Background: an optimization exercise with open tools, aiming at small area. Do not read the settings as production practice.
Only simulation tests tie the RTL to the original design; equivalence was not proved.
Power is estimated from default activity; no workload was simulated.

--- run.sh ---
#!/bin/bash
# synth_recipe.tcl (not shown) runs the flow's synth.tcl, then flattens the netlist and writes it again
# the make line also repeats each setting of config.mk as NAME=value (left out here)
make -C /OpenROAD-flow-scripts/flow DESIGN_CONFIG=/design/flow/config.mk WORK_HOME=/design/flow/orfs CLKGATE_MAP_FILE= SYNTH_SCRIPT=/design/flow/synth_recipe.tcl finish
--- config.mk ---
export PLATFORM = sky130hd
export DESIGN_NAME = rf_dump
export DESIGN_NICKNAME = rf_dump
export VERILOG_FILES = /design/flow/design.v
export SDC_FILE = /design/flow/constraint.sdc
export NUM_CORES = 4
export LEC_CHECK = 0
export CAP_MARGIN = 20
export CORE_MARGIN = 2
export CORE_UTILIZATION = 30
export PLACE_DENSITY = 0.5
export SLEW_MARGIN = 20
export SYNTH_HIERARCHICAL = 1
export SYNTH_MINIMUM_KEEP_SIZE = 0
--- constraint.sdc ---
create_clock -name core_clock -period 7.0 [get_ports {clk}]
set_input_delay 1.4000 -clock core_clock [delete_from_list [all_inputs] [get_ports {clk}]]
set_output_delay 1.4000 -clock core_clock [all_outputs]
set_load 0.01 [all_outputs]
--- design.v ---
module rf_aoi222 (
    input  logic a1, a2, b1, b2, c1, c2,
    output logic y
);
    assign y = ~((a1 & a2) | (b1 & b2) | (c1 & c2));
endmodule
module rf_sel33 #(
    parameter int WIDTH = 32
) (
    input  logic [32:0]      s,
    input  logic [32:0][WIDTH-1:0] d,
    output logic [WIDTH-1:0] out
);
    logic [10:0][WIDTH-1:0] n;
    for (genvar g = 0; g < 11; g++) begin : g_grp
        for (genvar b = 0; b < WIDTH; b++) begin : g_bit
            rf_aoi222 u_aoi (
                .a1(s[3*g]),   .a2(d[3*g][b]),
                .b1(s[3*g+1]), .b2(d[3*g+1][b]),
                .c1(s[3*g+2]), .c2(d[3*g+2][b]),
                .y (n[g][b])
            );
        end
    end
    always_comb begin
        out = '1;
        for (int g = 0; g < 11; g++) out = out & n[g];
        out = ~out;
    end
endmodule
module rf_sel31 #(
    parameter int WIDTH = 32
) (
    input  logic [30:0]      s,
    input  logic [30:0][WIDTH-1:0] d,
    output logic [WIDTH-1:0] out
);
    logic [10:0][WIDTH-1:0] n;
    for (genvar g = 0; g < 10; g++) begin : g_grp
        for (genvar b = 0; b < WIDTH; b++) begin : g_bit
            rf_aoi222 u_aoi (
                .a1(s[3*g]),   .a2(d[3*g][b]),
                .b1(s[3*g+1]), .b2(d[3*g+1][b]),
                .c1(s[3*g+2]), .c2(d[3*g+2][b]),
                .y (n[g][b])
            );
        end
    end
    assign n[10] = ~({WIDTH{s[30]}} & d[30]);
    always_comb begin
        out = '1;
        for (int g = 0; g < 11; g++) out = out & n[g];
        out = ~out;
    end
endmodule
module rf_dump #(
    parameter int WIDTH = 32,
    parameter int AW    = 5
) (
    input  logic             clk,
    input  logic             rst_n,
    input  logic             wen,
    input  logic [AW-1:0]    waddr,
    input  logic [WIDTH-1:0] wd,
    input  logic [AW-1:0]    raddr1,
    input  logic [AW-1:0]    raddr2,
    output logic [WIDTH-1:0] rd1,
    output logic [WIDTH-1:0] rd2,
    input  logic             dump_start,
    output logic             dump_busy,
    output logic             dump_valid,
    input  logic             dump_ready,
    output logic [AW-1:0]    dump_addr,
    output logic [WIDTH-1:0] dump_data,
    output logic             dump_last
);
    localparam int DEPTH = 1 << AW;
    localparam logic [AW-1:0] LAST_IDX = AW'(DEPTH - 1);
    logic [WIDTH-1:0] mem [1:DEPTH-1];
    logic [DEPTH-1:1] vld;
    logic [DEPTH-1:1] wsel;
    logic             busy_q;
    logic [AW-1:0]    idx_q, idx_d;
    logic [WIDTH-1:0] data_q, data_d;
    logic             load, fwd;
    logic [30:0]      s1, s2;
    logic [32:0]      sd;
    logic [30:0][WIDTH-1:0] rdat;
    logic [32:0][WIDTH-1:0] ddat;
    always_comb begin
        for (int i = 1; i < DEPTH; i++) wsel[i] = wen && (waddr == AW'(i));
    end
    always_ff @(posedge clk) begin
        for (int i = 1; i < DEPTH; i++)
            if (wsel[i]) mem[i] <= wd;
    end
    always_ff @(posedge clk) begin
        if (!rst_n) vld <= '0;
        else        vld <= vld | wsel;
    end
    always_comb begin
        for (int i = 1; i < DEPTH; i++) begin
            s1[i-1]   = vld[i] && (raddr1 == AW'(i));
            s2[i-1]   = vld[i] && (raddr2 == AW'(i));
            rdat[i-1] = mem[i];
        end
    end
    rf_sel31 #(.WIDTH(WIDTH)) u_rd1 (.s(s1), .d(rdat), .out(rd1));
    rf_sel31 #(.WIDTH(WIDTH)) u_rd2 (.s(s2), .d(rdat), .out(rd2));
    assign load  = busy_q ? (dump_ready && (idx_q != LAST_IDX)) : dump_start;
    assign idx_d = busy_q ? (idx_q + AW'(1)) : '0;
    always_comb begin
        fwd = 1'b0;
        for (int i = 1; i < DEPTH; i++) begin
            sd[i-1]   = load && vld[i] && !wsel[i] && (idx_d == AW'(i));
            ddat[i-1] = mem[i];
            fwd       = fwd | (load && wsel[i] && (idx_d == AW'(i)));
        end
        sd[31]   = fwd;
        ddat[31] = wd;
        sd[32]   = !load;
        ddat[32] = data_q;
    end
    rf_sel33 #(.WIDTH(WIDTH)) u_dsel (.s(sd), .d(ddat), .out(data_d));
    always_ff @(posedge clk) begin
        if (!rst_n)                                         busy_q <= 1'b0;
        else if (!busy_q)                                   busy_q <= dump_start;
        else if (dump_ready && (idx_q == LAST_IDX))         busy_q <= 1'b0;
    end
    always_ff @(posedge clk) begin
        data_q <= data_d;
        if (load) idx_q <= idx_d;
    end
    assign dump_busy  = busy_q;
    assign dump_valid = busy_q;
    assign dump_addr  = idx_q;
    assign dump_data  = data_q;
    assign dump_last  = busy_q && (idx_q == LAST_IDX);
endmodule
==> flow_summary_export.csv, run 1 <==
group,metric,value,unit
synthesis,netlist-cell-type-count,63,
clocking,cts-root-buf,"sky130_fd_sc_hd__clkbuf_16",
route,routed-via-count,42199,
route,drt-pass1-iter-count,15,
die,design.die.area,157000,um2
layout,most_frequent_cells_in_the_layout,"sky130_fd_sc_hd__edfxtp_1 (997), sky130_fd_sc_hd__a222oi_1 (992), sky130_fd_sc_hd__nand4_1 (195)",
worst_setup_path,critPathBufInv,2,
die,core,152000,um2
clocking,tritoncts_clock_tree,"yes",
sta,worst-slew-pin-transition,1.41,ns
run_status,run_status,"complete, no violations",
global_route,largest_net_degree_at_the_start_of_global_routing,35,
worst_setup_path,cp_cell_sequence,"clkdlybuf4s50_1 > nor2b_1 > and3_2 > a222oi_1 > nand4_1 > a2111o_1 > clkdlybuf4s50_1",
sta,timing.final.ws_setup,0.366,ns
power,cellLeakagePower,0.0178,uW
synthesis,post-synth-top-area-cell,"sky130_fd_sc_hd__edfxtp_1",
placed_design,post-place-ws,0.720,ns
clocking,cts.repair_timing.setup_buffer_count,0,
layout,synthToLayoutAreaGrowth,21.2,%
job,max_cap_violations,0,
layout,finish.net_count,3283,
global_route,first_pass_grt_wire_length,327,mm
worst_setup_path,critPathMostFrequentCell,"sky130_fd_sc_hd__clkdlybuf4s50_1",
sta,finalClockSkew,0.0354,ns
sta,slew_viol_final,0,
synthesis,synth_area_per_cell,16.3,um2
synthesis,synth.net_count,2875,
sta,slew-limit-headroom,5.86,%
synthesis,synth.top_cells.by_area,"sky130_fd_sc_hd__edfxtp_1 (65%), sky130_fd_sc_hd__a222oi_1 (22%), sky130_fd_sc_hd__dfxtp_1 (2.8%), sky130_fd_sc_hd__nand4_1 (2.6%), sky130_fd_sc_hd__a2111o_1 (1.6%)",
die,placement_rows,143,
sta,max_freq,151,MHz
route,antenna_left,0,
synthesis,synth-seq-area-share,67.7,%
die,floorplan.die.width,396,um
placed_design,gp_routability_congestion,0.932,
worst_setup_path,required_time_reported_for_the_critical_path_endpoint,5.60,ns
layout,fill_cells,14270,
worst_setup_path,largest_delay_share_family_worst_path,"simple AND/OR/NAND/NOR gates",
sta,report.final.hold_viol_count,0,
route,post-route-drc-count,0,
synthesis,asyncSetResetFlopFracSynth,0,%
clocking,cts_sinks,1061,
route,route.detailed.vias_per_inst,7.88,
sta,timing.final.setup_violations,0,
layout,layout_commonest_cell,"sky130_fd_sc_hd__edfxtp_1",
synthesis,ys_seq_elements,1061,
worst_setup_path,crit_path_top_delay_cell,"sky130_fd_sc_hd__and3_2",
route,route.final.wire_length,249,mm
synthesis,ys.warnings.count,10,
sta,setup_repair_after_global_routing_missed_its_margin,"no",
synthesis,number_of_enable_type_register_cells_in_the_synthesized_netlist,997,
clocking,cts-resized-gates,0,
hold_path,hold_class,"register to register",
synthesis,synth_area,46100,um2
global_route,grt_util_all_layers,30.1,%
clocking,postCtsHoldBufs,0,
placed_design,dpl.cell_count,5146,
die,starting_density_of_the_core,30.3,%
worst_setup_path,critical_path_peak_fanout,29,
worst_setup_path,worst_setup_path_end_kind,"output port",
power,power.density_cell_area,245,nW/um2
global_route,global_route.overflow_total,0,
route,wl_per_cell,46.5,um
worst_setup_path,critPathLaunchType,"input port",
clocking,tritoncts.num_buffers,111,
worst_setup_path,worstPathArrival,5.23,ns
power,fin_total_pwr,13700,uW
worst_setup_path,timing_worst_setup_path_type,"input port to output port",
sta,timing.setup.tns,0,ns
synthesis,yosys.area.top_type_share,65.0,%
sta,layout_worst_path_cycle_share,94.8,%
global_route,first_global_vias,39675,
worst_setup_path,timing.critical_path.slowest_cell_delay,1.26,ns
layout,post_route_cells_drive_above_1_share,15.0,%
die,die_height,396,um
synthesis,netlist_instances,2821,
sta,period_needed,6.63,ns
layout,final-instance-count-excl-fill,5357,
die,i_o_pin_count,156,
placed_design,dp_hpwl,145,mm
clocking,worstSkewPairLatency,0.76,ns
route,drtIter0Drc,13232,
clocking,htree_levels,3,
clocking,maximum_root_to_sink_buffer_count,3,
worst_setup_path,setup.reg_to_reg.worst_slack,2.10,ns
synthesis,synth-main-ff-cell,"sky130_fd_sc_hd__edfxtp_1",
clocking,worst_setup_hold_path_clk_slew,0.06,ns
global_route,grt_antenna_before_repair,8,
placed_design,numPortBuffers,155,
power,ir_drop,0.191,mV
[routing by layer]
| layer | up-vias | global-route usage (%) | part of all wire (%) |
|---|---|---|---|
| met1 | 21028 | 39.5 | 35 |
| met5 | - | 0.339 | 0.034 |
| met2 | 4939 | 40.8 | 39 |
| li1 | 15295 | - | - |
| met3 | 929 | 14.5 | 19 |
| met4 | 8 | 15.6 | 6.2 |
[Yosys cell counts (all sizes together), types with 9 or more instances]
library cell,n
dfxtp,64
nand4,195
a2111o,64
buf,49
nand3,35
or3,33
edfxtp,997
o21a,32
a21oi,9
a222oi,992
nor3,15
nor4,17
nand2b,9
clkbuf,11
nor2,48
nand2,100
and3,63
[Yosys stat by module (local to each module, per instance), a selection]
module | times used | cells | flip-flops and latches | cell area [um2]
rf_dump | 1 | 1439 | 1061 | 33600
rf_aoi222 | 992 | 1 | 0 | 10.0
[area by class of cell]
type                    count  area (um2)  area share [%]
flip-flops and latches   1061       31200            55.9
clock inverters            56         712            1.27
well taps                2030        2540            4.55
multi-input cells        1696       14900            26.8
diodes                      3        7.51          0.0134
repair buffers            355        3400            6.08
inverters                   4        15.0          0.0269
clock buffers             152        3020            5.41
[cell families after synthesis]
logic type	after synthesis	synth area share, %
buffers and inverters	64	0.923
flip-flops	1061	67.7
XOR/XNOR	2	0.0380
AND/OR/NAND/NOR	570	7.06
AO/OA/AOI/OAI	1122	24.2
adder cells (fa/ha/maj)	2	0.0543
[worst reg2reg max path: stages, from the launching register on]
cell	delay [ns]
sky130_fd_sc_hd__edfxtp_1	0.76
sky130_fd_sc_hd__ha_1	0.42
sky130_fd_sc_hd__and3_1	0.20
sky130_fd_sc_hd__ha_1	0.33
sky130_fd_sc_hd__nand4b_1	0.64
sky130_fd_sc_hd__nor4_1	0.10
sky130_fd_sc_hd__a41oi_1	0.21
sky130_fd_sc_hd__nor3_1	0.07
sky130_fd_sc_hd__a311oi_1	0.31
sky130_fd_sc_hd__nand4_1	0.15
sky130_fd_sc_hd__buf_4	0.43
sky130_fd_sc_hd__a222oi_1	0.58
sky130_fd_sc_hd__nand4_1	0.13
sky130_fd_sc_hd__or3_1	0.42
[power by group]
| group | leakage, uW | total (uW) | internal [uW] | switching [uW] |
|---|---|---|---|---|
| Clock | 0.00182 | 6210 | 3570 | 2640 |
| Sequential | 0.00950 | 7090 | 7020 | 66.6 |
| Combinational | 0.00650 | 363 | 94.9 | 268 |
[metrics by stage]
stage          hold WS (ns)  instance area (um2)  utilization [%]
2_1_floorplan         0.459                46100                -
3_3_place_gp          0.520                52200             34.3
3_5_place_dp          0.511                52100             34.2
4_1_cts               0.525                55900             36.7
5_1_grt               0.556                55900             36.7
6_report              0.541                55900             36.7
[final timing paths]
check / startpoint / to / cells past startpoint
setup / recovery: raddr2[0] / rd2[5] / 7
hold / removal: vld[18] / vld[18] / 1
setup reg to reg: idx_q[0] / data_q[1] / 13
hold reg to reg: vld[18] / vld[18] / 1
[registers in the layout, summed over array words and instances, names as in the netlist]
name / flops
busy_q: 1
data_q: 32
idx_q: 5
mem: 992
vld: 31
==> inputs of run 2 (changes only) <==
==> flow/run.sh (new file) <==
#!/bin/bash
# Own layout flow: the standard ORFS flow (standard synthesis unchanged), with
#  * minimum-size buffers on the I/O ports (buffer_ports -buffer_cell buf_1), and
#  * a clock tree of clkbuf_8 without dummy loads, clustered so that every
#    flip-flop clock pin keeps a low slew.
# The full make output goes to layout.log; ORFS writes each step's log under orfs/logs/.
set -euo pipefail
cd "$(dirname "$0")/.."
bash standard.sh \
  "BUFFER_PORTS_ARGS=-buffer_cell sky130_fd_sc_hd__buf_1" \
  "CTS_ARGS=-sink_clustering_enable -repair_clock_nets -dont_use_dummy_load -buf_list sky130_fd_sc_hd__clkbuf_8 -sink_clustering_size 16 -sink_clustering_max_diameter 50" \
  finish > layout.log 2>&1
==> standard.sh (new file) <==
#!/bin/bash
# synth_recipe.tcl (not shown) runs the flow's synth.tcl, then flattens the netlist and writes it again
# the make line also repeats each setting of config.mk as NAME=value (left out here)
make -C /OpenROAD-flow-scripts/flow DESIGN_CONFIG=/design/flow/config.mk WORK_HOME=/design/flow/orfs CLKGATE_MAP_FILE= SYNTH_SCRIPT=/design/flow/synth_recipe.tcl "${@:-finish}"
removed: run.sh
==> run 2 against run 1 <==
Utilization decreased by 2.2 points. Die area unchanged. Sequential cell count unchanged.
==> flow_summary_export.csv, run 2 <==
group,metric,value,unit
power,ir_drop,0.160,mV
worst_setup_path,setup.reg_to_reg.worst_slack,1.42,ns
layout,post_route_cells_drive_above_1_share,13.4,%
route,route.final.wire_length,250,mm
layout,total_non_filler_cell_area_in_the_finished_layout,52500,um2
power,combPwrFrac,3.1,%
synthesis,netlist_instances,2821,
sta,layout_worst_path_cycle_share,83.5,%
layout,synthToLayoutAreaGrowth,14.0,%
worst_setup_path,critical_path_peak_fanout,17,
power,power.switching_fraction,22.8,%
synthesis,asyncSetResetFlopFracSynth,0,%
synthesis,yosysMostFrequentCell,"sky130_fd_sc_hd__edfxtp_1",
sta,slew_viol_final,0,
placed_design,postPlaceCellArea,50900,um2
sta,timing.final.ws_setup,1.15,ns
power,cellLeakagePower,0.0163,uW
route,antenna_left,0,
power,p_int,8500,uW
clocking,tritoncts_clock_tree,"yes",
global_route,grt_antenna_before_repair,24,
worst_setup_path,worstPathArrival,4.45,ns
layout,largest_register_ff_count,992,
run_status,run_status,"complete, no violations",
clocking,worstSkewPairLatency,0.93,ns
hold_path,hold_class,"register to register",
synthesis,synth_area,46100,um2
route,post-route-drc-count,0,
synthesis,synth-seq-area-share,67.7,%
sta,finalClockSkew,0.144,ns
hold_path,hold_depth,1,
worst_setup_path,worst-r2r-cell-count,13,
synthesis,number_of_enable_type_register_cells_in_the_synthesized_netlist,997,
die,design.die.area,157000,um2
worst_setup_path,required_time_reported_for_the_critical_path_endpoint,5.60,ns
worst_setup_path,timing_worst_setup_path_type,"input port to output port",
worst_setup_path,critPathLaunchType,"input port",
power,clock_power_share,32.6,%
die,die_height,396,um
worst_setup_path,rr_endpoint,"data_q[30]",
synthesis,synth_top_cells_by_count,"sky130_fd_sc_hd__edfxtp_1 (997), sky130_fd_sc_hd__a222oi_1 (992), sky130_fd_sc_hd__nand4_1 (195), sky130_fd_sc_hd__nand2_1 (100)",
clocking,maximum_root_to_sink_buffer_count,3,
layout,registers.top_by_ff_count,"mem",
die,placement_rows,143,
clocking,cts-resized-gates,0,
layout,layout_commonest_cell,"sky130_fd_sc_hd__edfxtp_1",
global_route,largest_net_degree_at_the_start_of_global_routing,35,
route,drt-pass1-iter-count,17,
sta,timing.final.setup_violations,0,
clocking,tritoncts.num_buffers,113,
synthesis,synth-main-ff-cell,"sky130_fd_sc_hd__edfxtp_1",
global_route,grt_util_all_layers,30.3,%
power,p_switching,2510,uW
die,i_o_pin_count,156,
global_route,global_route.overflow_total,0,
worst_setup_path,worst_setup_path_end_kind,"output port",
layout,layout_top_registers,"mem x992, data_q x32, vld x31",
clocking,cts_sinks,1061,
sta,worst-slew-pin-transition,1.30,ns
die,core,152000,um2
clocking,htree_levels,3,
clocking,postCtsHoldBufs,0,
route,route.detailed.vias_per_inst,8.00,
clocking,worst_setup_hold_path_clk_slew,0.06,ns
synthesis,synth_area_per_cell,16.3,um2
die,starting_density_of_the_core,30.3,%
synthesis,ys_seq_elements,1061,
placed_design,dp_hpwl,144,mm
placed_design,post-place-ws,1.43,ns
clocking,cts-root-buf,"sky130_fd_sc_hd__clkbuf_8",
synthesis,ys.warnings.count,10,
power,seqPwrFrac,64.3,%
layout,finish.net_count,3273,
placed_design,gp_routability_congestion,0.944,
job,max_cap_violations,0,
layout,fin_util,34.5,%
global_route,first_pass_grt_wire_length,328,mm
sta,setup_repair_after_global_routing_missed_its_margin,"no",
placed_design,numPortBuffers,155,
route,wl_per_cell,47.5,um
hold_path,holdCritStartpoint,"vld[22]",
sta,timing.setup.tns,0,ns
synthesis,post-synth-top-area-cell,"sky130_fd_sc_hd__edfxtp_1",
layout,most_frequent_cells_in_the_layout,"sky130_fd_sc_hd__edfxtp_1 (997), sky130_fd_sc_hd__a222oi_1 (992), sky130_fd_sc_hd__nand4_1 (195)",
power,power.density_cell_area,210,nW/um2
worst_setup_path,regToRegStartpoint,"idx_q[0]",
synthesis,yosys.area.top_type_share,65.0,%
die,floorplan.die.width,396,um
sta,report.final.hold_viol_count,0,
route,drtIter0Drc,14129,
synthesis,netlist-cell-type-count,63,
sta,period_needed,5.85,ns
synthesis,synth.top_cells.by_area,"sky130_fd_sc_hd__edfxtp_1 (65%), sky130_fd_sc_hd__a222oi_1 (22%), sky130_fd_sc_hd__dfxtp_1 (2.8%), sky130_fd_sc_hd__nand4_1 (2.6%), sky130_fd_sc_hd__a2111o_1 (1.6%)",
sta,max_freq,171,MHz
synthesis,synth.net_count,2875,
sta,slew-limit-headroom,13.1,%
clocking,cts.repair_timing.setup_buffer_count,0,
hold_path,whs_endpoint,"vld[22]",
global_route,first_global_vias,39362,
route,routed-via-count,42131,
run 2: final cells by class:
cell class                 instances  area [um2]
fill                           14619       99700
sequential                      1061       31200
multi-input combinational       1696       15000
tap                             2030        2540
timing repair buffer             343        2180
clock buffer                     113        1560
antenna                           19        47.5
inverter                           4        15.0
run 2: per-module statistics from Yosys, one instance, submodules excluded, a selection:
module     flops+latches  times used  area [um2]
rf_aoi222              0         992        10.0
rf_dump             1061           1       33600
run 2: logic make-up (layout without fill, tap and decap cells):
kind of cell               Yosys count  in the layout  synth area share, %
AOI/OAI and AO/OA                 1122           1122                 24.2
DFF                               1061           1061                 67.7
and+or+nand+nor                    570            570                 7.06
buffers and inverters               64            460                0.923
adders and majority gates            2              2               0.0543
xor gates and xnor gates             2              2               0.0380
other                                0             19                    0
run 2: stage by stage:
stage                     power (uW)  instances  hold WS [ns]
after floorplan                 7310       2821         0.459
after global placement          7540       5134         0.504
after detailed placement        7550       5134         0.507
after CTS                      11000       5247         0.521
after global routing           11200       5249         0.538
final                          11000       5266         0.529
run 2: layer usage:
layer | wire (um) | track usage [%]
met4 | 15500 | 15.7
met3 | 48600 | 15.2
met1 | 88000 | 39.8
met2 | 97800 | 40.6
met5 | 161 | 0.308
run 2: power by group through the flow:
| stage | clock (uW) | sequential, uW | combinational, uW |
|---|---|---|---|
| 3_3_place_gp | 0 | 7210 | 329 |
| 3_5_place_dp | 0 | 7210 | 332 |
| 5_1_grt | 3810 | 7080 | 356 |
| 2_1_floorplan | 0 | 7200 | 114 |
| 6_report | 3590 | 7080 | 344 |
| 4_1_cts | 3600 | 7070 | 331 |
run 2: worst max-delay path: stages:
cell                       delay (ns)
sky130_fd_sc_hd__buf_1           0.29
sky130_fd_sc_hd__nor3b_1         0.41
sky130_fd_sc_hd__and3_2          1.02
sky130_fd_sc_hd__buf_4           0.37
sky130_fd_sc_hd__a222oi_1        0.13
sky130_fd_sc_hd__nand4_1         0.22
sky130_fd_sc_hd__a2111o_1        0.35
sky130_fd_sc_hd__buf_1           0.23
run 2: worst max path at each step:
stage                   start         end  slack [ns]  cells after the start
finish              raddr1[0]     rd1[16]        1.15                      8
global route        raddr1[0]      rd1[5]        1.17                      8
CTS                 raddr1[3]     rd1[17]        1.43                      7
detailed placement  raddr1[2]     rd1[19]        1.43                      8
global placement    raddr1[3]     rd1[17]        1.42                      7
floorplan            waddr[0]  data_q[30]        0.34                      8
==> inputs of run 3 (changes only) <==
--- a/config.mk
+++ b/config.mk
@@ -8,5 +8,6 @@
 export CAP_MARGIN = 20
+export CELL_PAD_IN_SITES_DETAIL_PLACEMENT = 1
 export CORE_MARGIN = 2
 export CORE_UTILIZATION = 30
-export PLACE_DENSITY = 0.5
+export PLACE_DENSITY = 0.4
 export SLEW_MARGIN = 20
==> run 3 against run 2 <==
Critical path depth unchanged. Clock-buffer cell count grew 26. Global-route usage rose by 4.1 points. Clock power grew 13%. Fmax down 4.0%. Synthesized area unchanged. Hold slack worse by 0.015 ns. Register-to-register slack improved by 0.56 ns. Critical endpoint is now rd2[10].
==> flow_summary_export.csv, run 3 <==
group,metric,value,unit
layout,post_route_cells_drive_above_1_share,14.7,%
global_route,global_route.overflow_total,0,
global_route,grt_util_all_layers,34.5,%
route,routed-via-count,42552,
global_route,first_global_vias,41675,
synthesis,post-synth-top-area-cell,"sky130_fd_sc_hd__edfxtp_1",
layout,largest_register_ff_count,992,
global_route,grtUsageMet2,48.3,%
sta,finalClockSkew,0.105,ns
synthesis,ys.warnings.count,10,
clocking,tritoncts.num_buffers,139,
worst_setup_path,critPathBufInv,3,
synthesis,yosysMostFrequentCell,"sky130_fd_sc_hd__edfxtp_1",
clocking,worst_setup_hold_path_clk_slew,0.04,ns
layout,fill_cells,15549,
route,drt-pass1-iter-count,13,
power,ir_drop,0.171,mV
sta,slew_viol_final,0,
synthesis,synth-seq-area-share,67.7,%
power,power.density_cell_area,216,nW/um2
hold_path,hold_class,"register to register",
synthesis,number_of_enable_type_register_cells_in_the_synthesized_netlist,997,
run_status,run_status,"complete, no violations",
sta,slew-limit-headroom,10.0,%
die,placement_rows,143,
route,antenna_left,0,
clocking,maximum_root_to_sink_buffer_count,3,
synthesis,synth_top_cells_by_count,"sky130_fd_sc_hd__edfxtp_1 (997), sky130_fd_sc_hd__a222oi_1 (992), sky130_fd_sc_hd__nand4_1 (195), sky130_fd_sc_hd__nand2_1 (100)",
clocking,cts.repair_timing.setup_buffer_count,0,
sta,setup_repair_after_global_routing_missed_its_margin,"no",
route,route.detailed.vias_per_inst,8.02,
worst_setup_path,critPathMostFrequentCell,"sky130_fd_sc_hd__buf_1",
global_route,use_met3,12.0,%
sta,report.final.hold_viol_count,0,
synthesis,synth_area_per_cell,16.3,um2
placed_design,gp_routability_congestion,0.977,
placed_design,numPortBuffers,155,
clocking,tritoncts_clock_tree,"yes",
die,core,152000,um2
global_route,grt_antenna_before_repair,22,
worst_setup_path,worst_setup_path_end_kind,"output port",
worst_setup_path,timing.critical_path.slowest_cell_delay,1.20,ns
sta,timing.setup.tns,0,ns
clocking,worstSkewPairLatency,0.91,ns
die,die_height,396,um
worst_setup_path,cp_cell_sequence,"buf_1 > nor3b_1 > and3_2 > buf_4 > a222oi_1 > nand4_1 > a2111o_1 > buf_1",
worst_setup_path,worstPathArrival,4.69,ns
die,floorplan.die.width,396,um
synthesis,netlist-cell-type-count,63,
layout,fin_util,34.9,%
worst_setup_path,critPathLaunchType,"input port",
layout,layout.area.seq,31200,um2
die,i_o_pin_count,156,
clocking,htree_levels,4,
layout,most_frequent_cells_in_the_layout,"sky130_fd_sc_hd__edfxtp_1 (997), sky130_fd_sc_hd__a222oi_1 (992), sky130_fd_sc_hd__nand4_1 (195)",
worst_setup_path,largest_delay_share_family_worst_path,"simple AND/OR/NAND/NOR gates",
global_route,grt_use_met1,45.3,%
global_route,first_pass_grt_wire_length,368,mm
sta,timing.final.setup_violations,0,
synthesis,asyncSetResetFlopFracSynth,0,%
synthesis,yosys.area.top_type_share,65.0,%
route,wl_per_cell,52.9,um
synthesis,synth.top_cells.by_area,"sky130_fd_sc_hd__edfxtp_1 (65%), sky130_fd_sc_hd__a222oi_1 (22%), sky130_fd_sc_hd__dfxtp_1 (2.8%), sky130_fd_sc_hd__nand4_1 (2.6%), sky130_fd_sc_hd__a2111o_1 (1.6%)",
layout,finish.net_count,3320,
route,post-route-drc-count,0,
sta,period_needed,6.09,ns
synthesis,ys_seq_elements,1061,
route,drtIter0Drc,12005,
worst_setup_path,critical_path_peak_fanout,26,
clocking,cts-root-buf,"sky130_fd_sc_hd__clkbuf_8",
synthesis,synth_area,46100,um2
die,design.die.area,157000,um2
power,cellLeakagePower,0.0166,uW
synthesis,synth-main-ff-cell,"sky130_fd_sc_hd__edfxtp_1",
worst_setup_path,required_time_reported_for_the_critical_path_endpoint,5.60,ns
global_route,largest_net_degree_at_the_start_of_global_routing,35,
global_route,grt_busiest_layer,"met2",
sta,layout_worst_path_cycle_share,87.0,%
sta,final.hold.worst_slack,0.514,ns
synthesis,synth.net_count,2875,
clocking,postCtsHoldBufs,0,
layout,synthToLayoutAreaGrowth,15.3,%
layout,layout_top_registers,"mem x992, data_q x32, vld x31",
worst_setup_path,crit_path_top_delay_cell,"sky130_fd_sc_hd__and3_2",
layout,registers.top_by_ff_count,"mem",
layout,layout_commonest_cell,"sky130_fd_sc_hd__edfxtp_1",
job,max_cap_violations,0,
route,route.final.wire_length,281,mm
layout,area_of_combinational_cells_with_multiple_inputs,15000,um2
sta,max_freq,164,MHz
sta,worst-slew-pin-transition,1.35,ns
placed_design,dp_hpwl,170,mm
die,starting_density_of_the_core,30.3,%
worst_setup_path,timing_worst_setup_path_type,"input port to output port",
synthesis,netlist_instances,2821,
clocking,cts_sinks,1061,
clocking,cts-resized-gates,0,
## run 3: path summary, 6_finish.rpt
kind         startpoint         end  slack (ns)  cells after the start
max           raddr2[4]     rd2[10]        0.91                      8
min             vld[18]     vld[18]        0.51                      1
max reg2reg    idx_q[0]  data_q[13]        1.98                     11
min reg2reg     vld[18]     vld[18]        0.51                      1
## run 3: through the flow
stage               worst slack [ns]  cells  cell area [um2]  power, uW
CTS                             1.26   5293            53100      11500
global placement                1.33   5154            51100       7550
detailed placement              1.28   5154            51100       7570
finish                         0.911   5308            53100      11500
global route                    1.10   5297            53100      11800
floorplan                      0.344   2821            46100       7310
## run 3: modules after synthesis, one instance, submodules excluded, a selection
module / copies in the design / cell area [um2]
rf_dump: 1 / 33600
rf_aoi222: 992 / 10.0
## run 3: where the power goes
| group | switching, uW | internal (uW) | leakage, uW | total [uW] |
|---|---|---|---|---|
| Sequential | 70.2 | 7020 | 0.00950 | 7090 |
| Clock | 2300 | 1750 | 0.000999 | 4050 |
| Combinational | 289 | 69.2 | 0.00611 | 358 |
| Total | 2660 | 8840 | 0.0166 | 11500 |
## run 3: cell type report
type | count | area share (%)
clock buffers | 139 | 3.60
flip-flops and latches | 1061 | 58.8
repair buffers | 364 | 4.47
multi-input cells | 1696 | 28.3
inverters | 4 | 0.0283
diodes | 14 | 0.0660
well taps | 2030 | 4.78
## run 3: cells by family (layout without fill, tap and decap cells)
kind of cell | Yosys count | in the layout | synth area share [%]
AOI/OAI and AO/OA | 1122 | 1122 | 24.2
xor gates and xnor gates | 2 | 2 | 0.0380
adders and majority gates | 2 | 2 | 0.0543
buffers and inverters | 64 | 507 | 0.923
DFF | 1061 | 1061 | 67.7
other | 0 | 14 | 0
and+or+nand+nor | 570 | 570 | 7.06
## run 3: worst register-to-register path, cell delays in order (launching register included)
cell	delay, ns
sky130_fd_sc_hd__edfxtp_1	0.64
sky130_fd_sc_hd__ha_1	0.44
sky130_fd_sc_hd__and3_1	0.19
sky130_fd_sc_hd__ha_1	0.19
sky130_fd_sc_hd__and2b_1	0.35
sky130_fd_sc_hd__a21o_1	0.40
sky130_fd_sc_hd__inv_2	0.11
sky130_fd_sc_hd__nor3_1	0.63
sky130_fd_sc_hd__and4b_4	1.13
sky130_fd_sc_hd__a222oi_1	0.27
sky130_fd_sc_hd__nand4_1	0.46
sky130_fd_sc_hd__or3_1	0.18
## run 3: per-layer routing
layer | vias to the layer above | part of all wire [%]
met2 | 4504 | 41
met4 | 18 | 6.9
met1 | 21864 | 37
met5 | - | 0.061
met3 | 932 | 15
li1 | 15234 | -

## static timing again, ports no longer ideal
No port has a modelled driver above. Below, the same layouts with a new extraction and two added sets of constraints.
Step 1 (the two cells are an assumption about what drives the block):
set clk [get_ports {clk}]
set_driving_cell -lib_cell sky130_fd_sc_hd__clkbuf_16 $clk
set_driving_cell -lib_cell sky130_fd_sc_hd__buf_2 [delete_from_list [all_inputs] $clk]
Step 2 also shifts input and output timing later by t, the mid clock arrival at the registers, as if the neighbouring blocks saw the same clock.
Slacks: no drivers / after step 1 / after step 2; pairs: no drivers / after step 1.
| run | shift t [ns] | slack for setup (ns) | worst setup path at the end | latest minus earliest clock arrival (ns) | worst register clock-pin slew, ns |
|---|---|---|---|---|---|
| run 1 | 0.815 | 0.366 / 0.328 / 0.328 | input to output | 0.044 / 0.044 | 0.07 / 0.07 |
| run 2 | 0.932 | 1.154 / 1.121 / 1.121 | input to output | 0.155 / 0.156 | 0.11 / 0.11 |
| run 3 | 0.925 | 0.911 / 0.873 / 0.873 | input to output | 0.111 / 0.111 | 0.10 / 0.10 |
After both steps every run listed still meets setup and hold.
